This design comes from an exercise in tuning for small area and few clock cycles per item on the open sky130 flow, not from production work. The RTL was checked by simulation tests, not by an equivalence proof against the original design. No activity file was given, so power comes from the tool's default toggle rates.

Setup of the reference run:
Design cam_frame_analyzer, start of the top module:
module cam_frame_analyzer
(
    input  logic        clk,
    input  logic        rst,
    input  logic        init,
    output logic [14:0] mem_addr,
    input  logic [11:0] mem_data,
    output logic        busy,
    output logic        done,
    output logic [1:0]  color,
    output logic [1:0]  figure,
    output logic [14:0] pix_count
);
    localparam logic [2:0] ST_IDLE = 3'b000;
    localparam logic [2:0] ST_DONE = 3'b001;
    localparam logic [2:0] ST_SCAN = 3'b100;
    localparam logic [2:0] ST_DOM1 = 3'b101;
    localparam logic [2:0] ST_DOM2 = 3'b110;
    localparam logic [2:0] ST_COL  = 3'b111;
    localparam logic [2:0] ST_MUL  = 3'b010;
    logic [2:0]  st;
    logic [7:0]  x;
    logic [9:0]  z;
    logic [14:0] red, grn, blu;
    logic [7:0]  xmin, xmax;
    logic [6:0]  h, dy;
    logic        seen;
    logic s_scan, s_dom1, s_dom2, s_col, s_mul, s_dom;
    logic accept, x_end, z_end, scan_end, x_adv, z_adv, x_wrap, z_wrap, mul_end;
    logic is_r, is_g, is_b, col, pix_c;
    logic lt, gt, in_box;
    logic [14:0] other;
    logic gtr, big, cin_m, ld;
    logic [2:0] k, s;
    logic [14:0] red_inc, grn_sum, blu_sum, grn_op, blu_op;
    logic        red_ci, grn_ci, blu_ci, h_ci;
    logic [7:0]  x_inc, x_nx;
    logic [9:0]  z_inc, z_nx;
    logic [6:0]  h_inc;
    logic        c;
    assign s_scan = (st == ST_SCAN);
    assign s_dom1 = (st == ST_DOM1);
    assign s_dom2 = (st == ST_DOM2);
    assign s_col  = (st == ST_COL);
    assign s_mul  = (st == ST_MUL);
    assign s_dom  = s_dom1 | s_dom2;
    assign busy      = st[2] | st[1];
    assign done      = (st == ST_DONE);
    assign pix_count = red;
    assign accept   = init & ~busy;
    assign x_end    = x[7] & (&x[4:0]);
    assign z_end    = z[9] & z[6] & z[4] & z[2] & z[1] & z[0];
    assign scan_end = s_scan & x_end & z_end;
    pixel_classifier u_cls (
        .pix  (mem_data),
  ...
For scale: about 490 cells after synthesis, roughly 100 flip-flops.
export LEC_CHECK = 0
export CAP_MARGIN = 20
export CORE_MARGIN = 2
export CORE_UTILIZATION = 40
export CTS_BUF_LIST = sky130_fd_sc_hd__clkbuf_8
export SLEW_MARGIN = 20
create_clock -name core_clock -period 12.0 [get_ports {clk}]
standard.sh (not shown) runs the stock make flow with config.mk's settings and CLKGATE_MAP_FILE= SYNTH_SCRIPT=/design/flow/synth_recipe.tcl, a recipe that flattens the netlist after the stock synthesis.
==> flow/flow/run.sh <==
#!/bin/bash
# The standard layout (standard.sh) with two changes:
#  - synthesis is synth_recipe.tcl with an area-only abc script (flow/synth.tcl);
#  - the port buffers use the smallest buffer cell (buf_1); every input and
#    output port still gets its own buffer.
# The full make output goes to standard.log; ORFS keeps each step's log
# under orfs/logs/.
set -euo pipefail
here=$(pwd)
bash standard.sh \
  SYNTH_SCRIPT="$here/flow/synth.tcl" \
  FLOW_SYNTH_TCL="$here/synth_recipe.tcl" \
  AREA_ABC_SCRIPT="$here/flow/area.abc" \
  BUFFER_PORTS_ARGS="-buffer_cell sky130_fd_sc_hd__buf_1" \
  finish > standard.log 2>&1
==> flow/flow/area.abc <==
strash
balance
 rewrite
 refactor
 balance
 rewrite
 rewrite -z
 balance
 refactor -z
 rewrite -z
 balance
balance
 rewrite
 refactor
 balance
 rewrite
 rewrite -z
 balance
 refactor -z
 rewrite -z
 balance
balance
 rewrite
 refactor
 balance
 rewrite
 rewrite -z
 balance
 refactor -z
 rewrite -z
 balance
dch -f
amap
topo
==> flow/flow/synth.tcl <==
# The standard synthesis (synth_recipe.tcl, run unchanged), except that
# abc maps the combinational logic with flow/area.abc, an area-only script
# (rewriting, then the amap standard-cell mapper), instead of ORFS's script.
# Flip-flops are mapped before abc and are left exactly as the standard
# synthesis makes them.
proc abc {args} {
  set i [lsearch -exact $args -script]
  if {$i >= 0} {
    set args [lreplace $args $i [expr {$i + 1}] -script $::env(AREA_ABC_SCRIPT)]
  }
  yosys abc {*}$args
}
source $::env(FLOW_SYNTH_TCL)
Testbench counts of the reference run, summed over its fixed seeds: cycles 929,800, frames 48.
## Diff of input files: the trial run against the reference run
==> flow/flow/area.abc <==
strash
balance
rewrite
refactor
balance
rewrite
rewrite -z
balance
refactor -z
rewrite -z
balance
balance
rewrite
refactor
balance
rewrite
rewrite -z
balance
refactor -z
rewrite -z
balance
balance
rewrite
refactor
balance
rewrite
rewrite -z
balance
refactor -z
rewrite -z
balance
dch -f
amap
topo
==> comparison <==
- From the trial run to the reference run, slew at the pin with the worst max-slew slack did not move at all.
- Re worst setup margin: no difference whatsoever between the trial run and the reference run.
- Comparing the reference run against the trial run, there is no change at all in design area.
- Proportion of total power due to net switching: the reference run vs the trial run identical
- Post-synthesis instance area came out exactly the same in the reference run and the trial run.
- Re sum of internal, switching and leakage power: no difference whatsoever between the trial run and the reference run.
- The trial run -> the reference run: hold slack delta 0, exact match
- Between the reference run and the trial run, the switching power of the nets figures differ only marginally.
- As far as via count of the first global-routing pass goes, the reference run and the trial run are indistinguishable; the numbers are identical.


The RTL this note starts from:
==> flow/design.v <==
package cam_analyzer_pkg;
    typedef enum logic [1:0] {
        COL_NONE  = 2'd0,
        COL_RED   = 2'd1,
        COL_GREEN = 2'd2,
        COL_BLUE  = 2'd3
    } color_e;
    typedef enum logic [1:0] {
        FIG_NONE = 2'd0,
        FIG_TRI  = 2'd1,
        FIG_CIRC = 2'd2,
        FIG_SQR  = 2'd3
    } figure_e;
    typedef enum logic [2:0] {
        ST_IDLE   = 3'd0,
        ST_SCAN   = 3'd1,
        ST_DRAIN  = 3'd2,
        ST_AREA   = 3'd3,
        ST_DECIDE = 3'd4,
        ST_DONE   = 3'd5
    } state_e;
    localparam int FILL_DEN_SHIFT = 3;
    localparam int FILL_SQR_NUM   = 7;
    localparam int FILL_CIRC_NUM  = 5;
endpackage
module pixel_classifier
#(
    parameter int CH_BITS = 4,
    parameter int DW      = 12,
    parameter int MARGIN  = 3
) (
    input  logic [DW-1:0] pix,
    output logic          is_r,
    output logic          is_g,
    output logic          is_b
);
    logic [CH_BITS:0] r_s, g_s, b_s;
    assign r_s = {1'b0, pix[3*CH_BITS-1 -: CH_BITS]};
    assign g_s = {1'b0, pix[2*CH_BITS-1 -: CH_BITS]};
    assign b_s = {1'b0, pix[CH_BITS-1:0]};
    assign is_r = (r_s > g_s + MARGIN) && (r_s > b_s + MARGIN);
    assign is_g = (g_s > r_s + MARGIN) && (g_s > b_s + MARGIN);
    assign is_b = (b_s > r_s + MARGIN) && (b_s > g_s + MARGIN);
endmodule
module cam_frame_analyzer
(
    input  logic        clk,
    input  logic        rst,
    input  logic        init,
    output logic [14:0] mem_addr,
    input  logic [11:0] mem_data,
    output logic        busy,
    output logic        done,
    output logic [1:0]  color,
    output logic [1:0]  figure,
    output logic [14:0] pix_count
);
    localparam logic [2:0] ST_IDLE = 3'b000;
    localparam logic [2:0] ST_DONE = 3'b001;
    localparam logic [2:0] ST_SCAN = 3'b100;
    localparam logic [2:0] ST_DOM1 = 3'b101;
    localparam logic [2:0] ST_DOM2 = 3'b110;
    localparam logic [2:0] ST_COL  = 3'b111;
    localparam logic [2:0] ST_MUL  = 3'b010;
    logic [2:0]  st;
    logic [7:0]  x;
    logic [9:0]  z;
    logic [14:0] red, grn, blu;
    logic [7:0]  xmin, xmax;
    logic [6:0]  h, dy;
    logic        seen;
    logic s_scan, s_dom1, s_dom2, s_col, s_mul;
    logic accept, xz, scan_end, x_end;
    logic is_r, is_g, is_b, col;
    logic [7:0] v;
    logic lt, gt, in_box;
    logic [14:0] other;
    logic gtr, big, cin_m;
    logic [2:0] k, s;
    assign s_scan = (st == ST_SCAN);
    assign s_dom1 = (st == ST_DOM1);
    assign s_dom2 = (st == ST_DOM2);
    assign s_col  = (st == ST_COL);
    assign s_mul  = (st == ST_MUL);
    assign busy      = st[2] | st[1];
    assign done      = (st == ST_DONE);
    assign pix_count = red;
    assign mem_addr  = {z, x[4:0]};
    assign accept = init & ~busy;
    assign xz     = (x == 8'd0);
    assign scan_end   = s_scan & xz & (z == 10'd0);
    assign x_end  = (x == 8'd159);
    assign v      = {x[7] | xz, x[6], x[5] | xz, x[4:0]};
    pixel_classifier u_cls (
        .pix  (mem_data),
        .is_r (is_r),
        .is_g (is_g),
        .is_b (is_b)
    );
    assign col    = is_r | is_g | is_b;
    assign lt     = v < xmin;
    assign gt     = v > xmax;
    assign in_box = ~lt & ~gt;
    assign other = s_dom1 ? grn : blu;
    assign gtr   = other > red;
    assign big   = |red[14:6];
    assign k = grn[2:0];
    assign s = h[2:0];
    always_comb begin
        case (s)
            3'd0: cin_m = (k != 3'd0);
            3'd1: cin_m = (k >= 3'd2);
            3'd2: cin_m = (k >= 3'd4);
            3'd3: cin_m = (k >= 3'd5);
            3'd4: cin_m = (k == 3'd7);
            3'd5: cin_m = (k >= 3'd3);
            3'd6: cin_m = (k >= 3'd6);
            default: cin_m = 1'b0;
        endcase
    end
    always_ff @(posedge clk or negedge rst) begin
        if (!rst) begin
            st     <= ST_IDLE;
            x      <= 8'd0;
            z      <= 10'd0;
            red    <= 15'd0;
            color  <= 2'd0;
            figure <= 2'd0;
        end else begin
            if (accept | (s_scan & ~scan_end) | s_col)
                x <= x_end ? 8'd0 : x + 8'd1;
            if (s_scan & (x[4:0] == 5'd31))
                z <= (z == 10'd599) ? 10'd0 : z + 10'd1;
            if (accept)
                red <= 15'd0;
            else if (s_scan)
                red <= red + {14'd0, is_r};
            else if ((s_dom1 | s_dom2) & gtr)
                red <= other;
            if (s_dom1)
                color <= gtr ? 2'd2 : 2'd1;
            else if (s_dom2 & gtr)
                color <= 2'd3;
            else if (s_mul & (s == 3'd7))
                color <= big ? color : 2'd0;
            if (s_mul & (s == 3'd5))
                figure <= {~gtr, 1'b0};
            else if (s_mul & (s == 3'd7))
                figure <= big ? {figure[1], ~gtr | ~figure[1]} : 2'd0;
            case (st)
                ST_IDLE, ST_DONE: if (accept) st <= ST_SCAN;
                ST_SCAN: if (scan_end) st <= ST_DOM1;
                ST_DOM1: st <= ST_DOM2;
                ST_DOM2: st <= ST_COL;
                ST_COL:  if (x_end) st <= ST_MUL;
                ST_MUL:  if (s == 3'd7) st <= ST_DONE;
                default: st <= ST_IDLE;
            endcase
        end
    end
    always_ff @(posedge clk) begin
        if (accept | s_dom2)
            grn <= 15'd0;
        else if (s_scan)
            grn <= grn + {14'd0, is_g};
        else if (s_col)
            grn <= grn + (in_box ? {8'd0, dy} : 15'd0);
        if (accept | s_col)
            blu <= 15'd0;
        else if (s_scan)
            blu <= blu + {14'd0, is_b};
        else if (s_mul)
            blu <= blu + {3'd0, grn[14:3]} + {14'd0, cin_m};
        if (accept)
            seen <= 1'b0;
        else if (s_scan & col)
            seen <= 1'b1;
        if (s_scan & col & (~seen | lt)) xmin <= v;
        if (s_scan & col & (~seen | gt)) xmax <= v;
        if (s_scan & col) dy <= h;
        if (accept)
            h <= 7'd1;
        else if (scan_end | s_col)
            h <= 7'd0;
        else if ((s_scan & xz & (seen | col)) | s_mul)
            h <= h + 7'd1;
    end
endmodule
Settings: LEC_CHECK=0, CAP_MARGIN=20, CORE_MARGIN=2, CORE_UTILIZATION=40, SLEW_MARGIN=20; clock period 12.0 ns.
run.sh (not shown) runs the stock make flow with config.mk's settings and CLKGATE_MAP_FILE= SYNTH_SCRIPT=/design/flow/synth_recipe.tcl, a recipe that flattens the netlist after the stock synthesis.
Stock flow here: none of the scripts above is used.
Testbench counts at the start, summed over its fixed seeds: cycles 929,800, frames 48.
Edit:
Settings changed: ABC_AREA set to 1.
After rerunning:
- The new run went through all stages and came out clean
- synthesized area increases by about 4.6%
- sequential power increases by 6.9%
- final cell count increases by 25%


## the baseline
cam_frame_analyzer, a different RTL version from the one above (not shown whole).
Size in the first run: about 100 flip-flops, roughly 5100 sq um of cells after synthesis.
Settings: LEC_CHECK=0, CAP_MARGIN=20, CORE_MARGIN=2, CORE_UTILIZATION=40, CTS_BUF_LIST=sky130_fd_sc_hd__clkbuf_8, SLEW_MARGIN=20; clock period 12.0 ns.
standard.sh (not shown) runs the stock make flow with config.mk's settings and CLKGATE_MAP_FILE= SYNTH_SCRIPT=/design/flow/synth_recipe.tcl, a recipe that flattens the netlist after the stock synthesis.
==> flow/flow/area.abc <==
strash
balance
rewrite
refactor
balance
rewrite
rewrite -z
balance
refactor -z
rewrite -z
balance
balance
rewrite
refactor
balance
rewrite
rewrite -z
balance
refactor -z
rewrite -z
balance
balance
rewrite
refactor
balance
rewrite
rewrite -z
balance
refactor -z
rewrite -z
balance
dch -f
amap
topo
Scripts as last shown in full above: flow/flow/run.sh, flow/flow/synth.tcl
The baseline | status: complete | timing, DRC, antenna: pass
Testbench counts of the baseline, summed over its fixed seeds: cycles 929,800, frames 48.
[inputs] the candidate vs the baseline
==> flow/flow/run.sh <==
#!/bin/bash
# The standard layout (standard.sh) with three changes:
#  - synthesis is synth_recipe.tcl with an area-only abc script (flow/synth.tcl);
#  - the port buffers use the smallest buffer cell (buf_1); every input and
#    output port still gets its own buffer;
#  - clock tree synthesis adds no dummy loads (the tree's own buffers only).
# The full make output goes to standard.log; ORFS keeps each step's log
# under orfs/logs/.
set -euo pipefail
here=$(pwd)
bash standard.sh \
  SYNTH_SCRIPT="$here/flow/synth.tcl" \
  FLOW_SYNTH_TCL="$here/synth_recipe.tcl" \
  AREA_ABC_SCRIPT="$here/flow/area.abc" \
  BUFFER_PORTS_ARGS="-buffer_cell sky130_fd_sc_hd__buf_1" \
  CTS_ARGS="-sink_clustering_enable -repair_clock_nets -buf_list sky130_fd_sc_hd__clkbuf_8 -dont_use_dummy_load" \
  finish > standard.log 2>&1
The candidate contains fewer vias than the baseline. The baseline -> the candidate: total clock sinks delta 0, exact match. Summary of the candidate over the baseline: number of antenna repair diodes neither gained nor lost much, length of routed met3 wiring went down, post-layout minimum cycle time went down, global-route wire length before repair comparable, layout overhead on the synthesized area lost 0.62 points. Non-clock buffering overhead in the final layout delta (the baseline -> the candidate): insignificant. Compared the candidate against the baseline; global-route total usage across every layer within noise.


cam_frame_analyzer, a different RTL version from the one above (not shown whole).
For scale: roughly 690 cells after synthesis, roughly 100 flip-flops, about 5800 sq um of cells after synthesis.
Settings: LEC_CHECK=0, ABC_AREA=1, CAP_MARGIN=20, CORE_MARGIN=2, CORE_UTILIZATION=40, CTS_BUF_LIST=sky130_fd_sc_hd__clkbuf_8, SLEW_MARGIN=20; clock period 12.0 ns.
==> flow/flow/run.sh <==
#!/bin/bash
set -euo pipefail
bash standard.sh BUFFER_PORTS_ARGS="-buffer_cell sky130_fd_sc_hd__buf_1" finish > standard.log 2>&1
Testbench counts at the start, summed over its fixed seeds: cycles 929,800, frames 48.
Next try:
==> flow/flow/run.sh (replaced) <==
#!/bin/bash
set -euo pipefail
export BUFFER_PORTS_ARGS="-buffer_cell sky130_fd_sc_hd__buf_1"
bash standard.sh finish > standard.log 2>&1
- ABC_AREA: 1 -> default
Effect: Synthesized cell count goes down by about 20%; final area rose by about 0.9%; worst hold slack got worse by 0.0052 ns; clock skew hardly moves; die area increases by 0.61%; global-route usage went down by 0.26 points; via count is lower by about 8%; wire length rises by about 2.3%; non-clock buffer count rose by 5; register-to-register slack got worse by 0.28 ns.

## separate check: timing with driven ports
No port has a modelled driver above. Below, the same layouts with a new extraction and two added sets of constraints.
Step 1: set_driving_cell puts a clkbuf_16 on clk and a buf_2 on each other input, an assumption about the parent block.
Step 2 also shifts input and output timing later by t, the mid clock arrival at the registers, as if the neighbouring blocks saw the same clock.
Three values: ideal ports, drivers, drivers and shift; two values: the first two.
run | t (ns) | setup WS [ns] | worst setup path at the end | worst slew at a driven data input, ns | pins driven straight from the clock port
the reference run | 0.390 | 3.237 / 3.247 / 2.857 | input to register | 0.03 | 1
the trial run | 0.390 | 3.237 / 3.247 / 2.857 | input to register | 0.03 | 1
the first run of note 2 | 0.400 | 6.104 / 6.126 / 5.726 | input to register | 0.03 | 1
the second run of note 2 | 0.387 | 6.207 / 6.218 / 5.832 | input to register | 0.03 | 1
the baseline | 0.401 | 3.130 / 3.137 / 2.736 | input to register | 0.03 | 1
the candidate | 0.392 | 3.153 / 3.162 / 2.771 | input to register | 0.03 | 1
the first run of note 4 | 0.395 | 3.540 / 3.555 / 3.161 | input to register | 0.03 | 1
the second run of note 4 | 0.414 | 3.340 / 3.355 / 2.941 | input to register | 0.04 | 1
After both steps setup and hold are still met in every run listed. The setup slack of the second run of note 4, which loses most, moves by +0.015 ns with the drivers and by -0.399 ns with both steps.
